Source: an optimization exercise on an open RTL-to-GDS flow (aim: small area). Production flows keep margins and buffers that such runs may drop. Function was checked by simulation only, so behaviour that the tests miss may differ from the original. No activity file was given, so power comes from the tool's default toggle rates.

==> flow/design.v <==
module decode_stage #(
    parameter int REG_ADDR_W  = 5,
    parameter int STALL_CNT_W = 16
) (
    input  logic                   clk,
    input  logic                   rst,
    input  logic [31:0]            instr_in,
    input  logic                   wb_en,
    input  logic [REG_ADDR_W-1:0]  wb_addr,
    input  logic [31:0]            wb_data,
    output logic                   is_hazard,
    output logic                   id_valid,
    output logic [5:0]             id_opcode,
    output logic [5:0]             id_funct,
    output logic [REG_ADDR_W-1:0]  id_rs,
    output logic [REG_ADDR_W-1:0]  id_rt,
    output logic [REG_ADDR_W-1:0]  id_dest,
    output logic [31:0]            id_imm,
    output logic [31:0]            id_rs_data,
    output logic [31:0]            id_rt_data,
    output logic                   id_reg_write,
    output logic                   id_mem_read,
    output logic                   id_mem_write,
    output logic [STALL_CNT_W-1:0] stall_count
);
    localparam int NUM_REGS = 2 ** REG_ADDR_W;
    localparam logic [5:0] OP_RTYPE = 6'h00;
    localparam logic [5:0] OP_LW    = 6'h23;
    localparam logic [5:0] OP_SW    = 6'h2B;
    localparam logic [5:0] OP_ADDI  = 6'h08;
    localparam logic [5:0] OP_BEQ   = 6'h04;
    logic [31:0]                    ir_q;
    logic [NUM_REGS-1:1][31:0]      rf_q;
    logic [STALL_CNT_W-1:0]         stall_count_q;
    logic [5:0]            in_op;
    logic [REG_ADDR_W-1:0] in_rs, in_rt;
    logic                  in_uses_rt, id_load;
    assign in_op      = instr_in[31:26];
    assign in_rs      = instr_in[25:21];
    assign in_rt      = instr_in[20:16];
    assign in_uses_rt = (in_op == OP_RTYPE) | (in_op == OP_SW) | (in_op == OP_BEQ);
    assign id_load    = (ir_q[31:26] == OP_LW) & (ir_q[20:16] != '0);
    assign is_hazard  = id_load & ((in_rs == ir_q[20:16]) |
                                   (in_uses_rt & (in_rt == ir_q[20:16])));
    always_ff @(posedge clk) begin
        if (!rst || is_hazard) ir_q <= '0;
        else                   ir_q <= instr_in;
        if (!rst)                                stall_count_q <= '0;
        else if (is_hazard && (stall_count_q != '1)) stall_count_q <= stall_count_q + 1'b1;
    end
    for (genvar r = 1; r < NUM_REGS; r++) begin : g_rf
        logic        hit, we, keep;
        logic [31:0] rf_d;
        assign hit  = wb_en & (wb_addr == r);
        assign we   = rst & hit;
        assign keep = rst & ~hit;
        for (genvar b = 0; b < 32; b++) begin : g_bit
            decode_stage_ao22 u_hold (
                .a1(rf_q[r][b]), .a2(keep), .b1(wb_data[b]), .b2(we), .y(rf_d[b]));
        end
        always_ff @(posedge clk) rf_q[r] <= rf_d;
    end
    logic [5:0]            op;
    logic [REG_ADDR_W-1:0] rs, rt;
    assign op = ir_q[31:26];
    assign rs = ir_q[25:21];
    assign rt = ir_q[20:16];
    logic [NUM_REGS-1:0] sel_rs, sel_rt;
    logic [NUM_REGS-1:0][31:0] rf_all;
    assign rf_all = {rf_q, 32'h0};
    always_comb begin
        for (int r = 0; r < NUM_REGS; r++) begin
            sel_rs[r] = (rs == r);
            sel_rt[r] = (rt == r);
        end
    end
    for (genvar b = 0; b < 32; b++) begin : g_rd
        logic [10:0] ts, tt;
        for (genvar g = 0; g < 10; g++) begin : g_grp
            localparam int R0 = 3*g + 1;
            decode_stage_aoi222 u_s (
                .a1(sel_rs[R0]), .a2(rf_all[R0][b]), .b1(sel_rs[R0+1]), .b2(rf_all[R0+1][b]),
                .c1(sel_rs[R0+2]), .c2(rf_all[R0+2][b]), .y(ts[g]));
            decode_stage_aoi222 u_t (
                .a1(sel_rt[R0]), .a2(rf_all[R0][b]), .b1(sel_rt[R0+1]), .b2(rf_all[R0+1][b]),
                .c1(sel_rt[R0+2]), .c2(rf_all[R0+2][b]), .y(tt[g]));
        end
        assign ts[10] = ~(sel_rs[31] & rf_all[31][b]);
        assign tt[10] = ~(sel_rt[31] & rf_all[31][b]);
        decode_stage_or11n u_os (.t(ts), .y(id_rs_data[b]));
        decode_stage_or11n u_ot (.t(tt), .y(id_rt_data[b]));
    end
    always_comb begin
        case (op)
            OP_RTYPE:        id_dest = ir_q[15:11];
            OP_LW, OP_ADDI:  id_dest = rt;
            default:         id_dest = '0;
        endcase
    end
    assign id_valid     = (ir_q != '0);
    assign id_opcode    = op;
    assign id_funct     = ir_q[5:0];
    assign id_rs        = rs;
    assign id_rt        = rt;
    assign id_imm       = {{16{ir_q[15]}}, ir_q[15:0]};
    assign id_reg_write = (id_dest != '0);
    assign id_mem_read  = (op == OP_LW);
    assign id_mem_write = (op == OP_SW);
    assign stall_count  = stall_count_q;
endmodule
module decode_stage_aoi222 (
    input  logic a1, a2, b1, b2, c1, c2,
    output logic y
);
    assign y = ~((a1 & a2) | (b1 & b2) | (c1 & c2));
endmodule
module decode_stage_or11n (
    input  logic [10:0] t,
    output logic        y
);
    assign y = ~(&t);
endmodule
module decode_stage_ao22 (
    input  logic a1, a2, b1, b2,
    output logic y
);
    assign y = (a1 & a2) | (b1 & b2);
endmodule
export LEC_CHECK = 0
export CAP_MARGIN = 20
export CORE_MARGIN = 2
export CORE_UTILIZATION = 45
export SETUP_SLACK_MARGIN = 0.2
export SLEW_MARGIN = 20
export SYNTH_HIERARCHICAL = 1
create_clock -name core_clock -period 5.0 [get_ports {clk}]
standard.sh (not shown) runs the stock make flow with config.mk's settings and CLKGATE_MAP_FILE= SYNTH_SCRIPT=/design/flow/synth_recipe.tcl, a recipe that flattens the netlist after the stock synthesis.
==> flow/flow/run.sh <==
#!/bin/bash
# The standard layout, with two changes:
#  - the port buffers are the smallest plain buffer (buf_1) instead of the
#    delay buffer buffer_ports picks by default;
#  - clock tree synthesis uses small clock buffers and larger sink clusters,
#    without dummy loads.
set -euo pipefail
export BUFFER_PORTS_ARGS="-buffer_cell sky130_fd_sc_hd__buf_1"
export CTS_ARGS="-sink_clustering_enable -repair_clock_nets -dont_use_dummy_load -buf_list {sky130_fd_sc_hd__clkbuf_4 sky130_fd_sc_hd__clkbuf_8} -sink_clustering_size 16 -sink_clustering_max_diameter 60"
bash standard.sh > standard.log 2>&1
The baseline completed without violations.
Edit:
--- a/flow/design.v
+++ b/flow/design.v
@@ -41,23 +41,26 @@
     assign in_uses_rt = (in_op == OP_RTYPE) | (in_op == OP_SW) | (in_op == OP_BEQ);
     assign id_load    = (ir_q[31:26] == OP_LW) & (ir_q[20:16] != '0);
     assign is_hazard  = id_load & ((in_rs == ir_q[20:16]) |
                                    (in_uses_rt & (in_rt == ir_q[20:16])));
+    logic                   rf_wr_any;
+    logic [31:0]            rf_wdata;
+    assign rf_wr_any = ~rst | wb_en;
+    assign rf_wdata  = wb_data & {32{rst}};
     always_ff @(posedge clk) begin
         if (!rst || is_hazard) ir_q <= '0;
         else                   ir_q <= instr_in;
         if (!rst)                                stall_count_q <= '0;
         else if (is_hazard && (stall_count_q != '1)) stall_count_q <= stall_count_q + 1'b1;
     end
     for (genvar r = 1; r < NUM_REGS; r++) begin : g_rf
-        logic        hit, we, keep;
+        logic        we, keep;
         logic [31:0] rf_d;
-        assign hit  = wb_en & (wb_addr == r);
-        assign we   = rst & hit;
-        assign keep = rst & ~hit;
+        assign we   = ~rst | (wb_en & (wb_addr == r));
+        assign keep = ~we;
         for (genvar b = 0; b < 32; b++) begin : g_bit
             decode_stage_ao22 u_hold (
-                .a1(rf_q[r][b]), .a2(keep), .b1(wb_data[b]), .b2(we), .y(rf_d[b]));
+                .a1(rf_q[r][b]), .a2(keep), .b1(rf_wdata[b]), .b2(we), .y(rf_d[b]));
         end
         always_ff @(posedge clk) rf_q[r] <= rf_d;
     end
     logic [5:0]            op;
Effect:
- total power grows by 17%
- fmax falls by 0.68%
- sequential power goes up by 13%
- final cell count went down by 0.48%
- setup slack gets worse by 33 ps

[what the ideal ports hide]
No port has a modelled driver above. Below, the same layouts with a new extraction and two added sets of constraints.
Step 1 (the two cells are an assumption about what drives the block):
set clk [get_ports {clk}]
set_driving_cell -lib_cell sky130_fd_sc_hd__clkbuf_16 $clk
set_driving_cell -lib_cell sky130_fd_sc_hd__buf_2 [delete_from_list [all_inputs] $clk]
Step 2 times the ports against the registers' clock, not the clock port: input delays grow and output delays shrink by t, the midpoint of the rising clock arrivals with the driver on.
Three values: no drivers, after step 1, after step 2; two values: the first two.
run	shift t [ns]	slack for setup (ns)	pins driven straight from the clock port
the first run	0.817	0.138 / 0.067 / 0.857	1
the second run	0.819	0.105 / 0.034 / 0.853	1
After both steps every run listed still meets setup and hold.
